What follows belongs to an exercise in optimizing a design on an open flow for small area; a production flow would make more cautious choices.
Only simulation tests tie the RTL to the original design; equivalence was not proved.

Setup of rev 12:
## wb_regfile
module wb_regfile #(
    parameter int NB_PC      = 32,
    parameter int DATA_WIDTH = 32,
    parameter int NB_ADDR    = 5
) (
    input  logic                  clk,
    input  logic                  i_rst,
    input  logic                  i_regWrite,
    input  logic                  i_memToReg,
    input  logic                  i_jump,
    input  logic [NB_PC-1:0]      i_pc_next,
    input  logic [DATA_WIDTH-1:0] i_data,
    input  logic [DATA_WIDTH-1:0] i_alu,
    input  logic [NB_ADDR-1:0]    i_rd_addr,
    input  logic [NB_ADDR-1:0]    i_rs1_addr,
    input  logic [NB_ADDR-1:0]    i_rs2_addr,
    output logic [DATA_WIDTH-1:0] o_rs1_data,
    output logic [DATA_WIDTH-1:0] o_rs2_data,
    output logic [DATA_WIDTH-1:0] o_wb_data,
    input  logic                  i_dump_start,
    input  logic                  i_dump_ready,
    output logic                  o_dump_valid,
    output logic [NB_ADDR-1:0]    o_dump_addr,
    output logic [DATA_WIDTH-1:0] o_dump_data,
    output logic                  o_dump_done,
    output logic                  o_dump_busy
);
    localparam int W = DATA_WIDTH;
    logic [W-1:0] wb_n, wbr;
    logic sel_pc, sel_ld, sel_alu;
    assign sel_pc  = i_jump;
    assign sel_ld  = ~i_jump & i_memToReg;
    assign sel_alu = ~i_jump & ~i_memToReg;
    for (genvar b = 0; b < W; b++) begin : g_wb
        wbrf_ao222n u_mx (.a(i_pc_next[b]), .sa(sel_pc), .b(i_data[b]), .sb(sel_ld),
  ...
==> flow/config.mk <==
export PLATFORM = sky130hd
export DESIGN_NAME = wb_regfile
export DESIGN_NICKNAME = wb_regfile
export VERILOG_FILES = /design/flow/design.v
export SDC_FILE = /design/flow/constraint.sdc
export NUM_CORES = 4
export LEC_CHECK = 0
export CAP_MARGIN = 10
export CORE_MARGIN = 2
export CORE_UTILIZATION = 45
export PLACE_DENSITY = 0.52
export SLEW_MARGIN = 10
export SYNTH_HIERARCHICAL = 1
==> flow/constraint.sdc <==
create_clock -name core_clock -period 6.0 [get_ports {clk}]
set_input_delay 1.2000 -clock core_clock [delete_from_list [all_inputs] [get_ports {clk}]]
set_output_delay 1.2000 -clock core_clock [all_outputs]
set_load 0.01 [all_outputs]
standard.sh (not shown) runs the stock make flow with config.mk's settings and CLKGATE_MAP_FILE= SYNTH_SCRIPT=/design/flow/synth_recipe.tcl, a recipe that flattens the netlist after the stock synthesis.
==> flow/flow/run.sh <==
#!/bin/bash
# The standard layout with two changes of how it is made:
#  - plain buf_1 cells as the port buffers (every input and output port still gets
#    its own buffer) instead of the default delay-buffer cell;
#  - clock tree synthesis without dummy loads, with larger sink clusters.
set -euo pipefail
export BUFFER_PORTS_ARGS="-buffer_cell sky130_fd_sc_hd__buf_1"
export CTS_ARGS="-sink_clustering_enable -repair_clock_nets -dont_use_dummy_load -sink_clustering_size 18 -sink_clustering_max_diameter 50 -buf_list {sky130_fd_sc_hd__clkbuf_4 sky130_fd_sc_hd__clkbuf_8}"
bash standard.sh > standard.log 2>&1
Rev 12 has completed all stages; timing, DRC and antenna checks passed.
Input-level comparison between rev 13 and rev 12:
--- a/flow/config.mk
+++ b/flow/config.mk
@@ -10,2 +10,2 @@
-export CORE_UTILIZATION = 45
-export PLACE_DENSITY = 0.52
+export CORE_UTILIZATION = 40
+export PLACE_DENSITY = 0.48
Results
On rev 13: sequential share of layout area is 0.58 points lower than what rev 12 gave.
In the reports for rev 13 and rev 12, the smaller area of the die belongs to rev 12.
Fraction of area in clock buffers and inverters (rev 13 over rev 12): increase, 0.38 points
Rev 13 against rev 12; weighted congestion reported at the end of routability-driven placement is down by a few percent.
Between rev 13 and rev 12, the average vias per placed instance is lower for rev 13.
The run showing the greater post-layout net count is rev 13.
Of rev 13 and rev 12, rev 12 shows the higher final critical delay including setup and external delays, with rev 13 below it.
Rev 13 can be clocked faster than rev 12.

Setup of exp/delta:
wb_regfile, a different RTL version from the one above (not shown whole).
Size in the first run: ~250 I/O pins, about 44,000 µm² of cells after synthesis.
==> flow/config.mk <==
export PLATFORM = sky130hd
export DESIGN_NAME = wb_regfile
export DESIGN_NICKNAME = wb_regfile
export VERILOG_FILES = /design/flow/design.v
export SDC_FILE = /design/flow/constraint.sdc
export NUM_CORES = 4
export LEC_CHECK = 0
export CAP_MARGIN = 20
export CORE_MARGIN = 2
export CORE_UTILIZATION = 35
export PLACE_DENSITY = 0.42
export SLEW_MARGIN = 20
export SYNTH_HIERARCHICAL = 1
==> flow/constraint.sdc <==
create_clock -name core_clock -period 6.0 [get_ports {clk}]
set_input_delay 1.2000 -clock core_clock [delete_from_list [all_inputs] [get_ports {clk}]]
set_output_delay 1.2000 -clock core_clock [all_outputs]
set_load 0.01 [all_outputs]
Scripts as last shown in full above: flow/flow/run.sh
exp/delta finished every step from synthesis to the final layout, and the layout passed the timing, DRC and antenna checks.
### exp/delta -> exp/lagoon
Settings: PLACE_DENSITY: 0.42 -> 0.48; SLEW_MARGIN: 20 -> 10; CORE_UTILIZATION: 35 -> 40; CAP_MARGIN: 20 -> 10.
Notes after the runs:
- Timing-limited maximum frequency on exp/lagoon is ahead of exp/delta.
- Between exp/delta and exp/lagoon, the difference in via count is negligible.
- Die footprint: exp/delta and exp/lagoon compared, higher one is exp/delta
- Delay of the slowest cell on the worst path (higher): exp/delta
- Looking at width of the die across exp/delta and exp/lagoon, the one that comes out lower is exp/lagoon.
- Biggest fanout along the worst timing path sits higher in exp/lagoon than in exp/delta.
- Final-layout clock-cell area share across exp/delta and exp/lagoon: no real change.

## re-timing with driven ports
The results above use ideal ports. As a check the final layouts listed here were re-extracted and re-timed, cells and wires unchanged. Step 1: set_driving_cell puts a clkbuf_16 on clk and a buf_2 on each other input, an assumption about the parent block. Step 2 moves the port delays by t, midway between the first and last clock arrival at a register: inputs arrive t later, outputs are due t later. That takes back most of the time a late clock gives input paths. Three values: ideal ports, drivers, drivers and shift; two values: the first two.
run	t, ns	setup slack, ns	hold WS [ns]	worst slew at a driven data input, ns	cell pins on the clock port's net
rev 12	0.879	0.286 / 0.245 / 0.245	0.527 / 0.527 / 0.527	0.07	1
rev 13	0.923	0.312 / 0.280 / 0.280	0.531 / 0.531 / 0.531	0.12	1
exp/delta	0.976	0.408 / 0.383 / 0.383	0.528 / 0.528 / 0.528	0.06	1
exp/lagoon	0.929	0.509 / 0.487 / 0.487	0.533 / 0.533 / 0.533	0.06	1
After both steps setup and hold are still met in every run listed. For rev 12, which loses most, drivers alone change the setup slack by -0.041 ns; drivers and shift together by -0.041 ns.
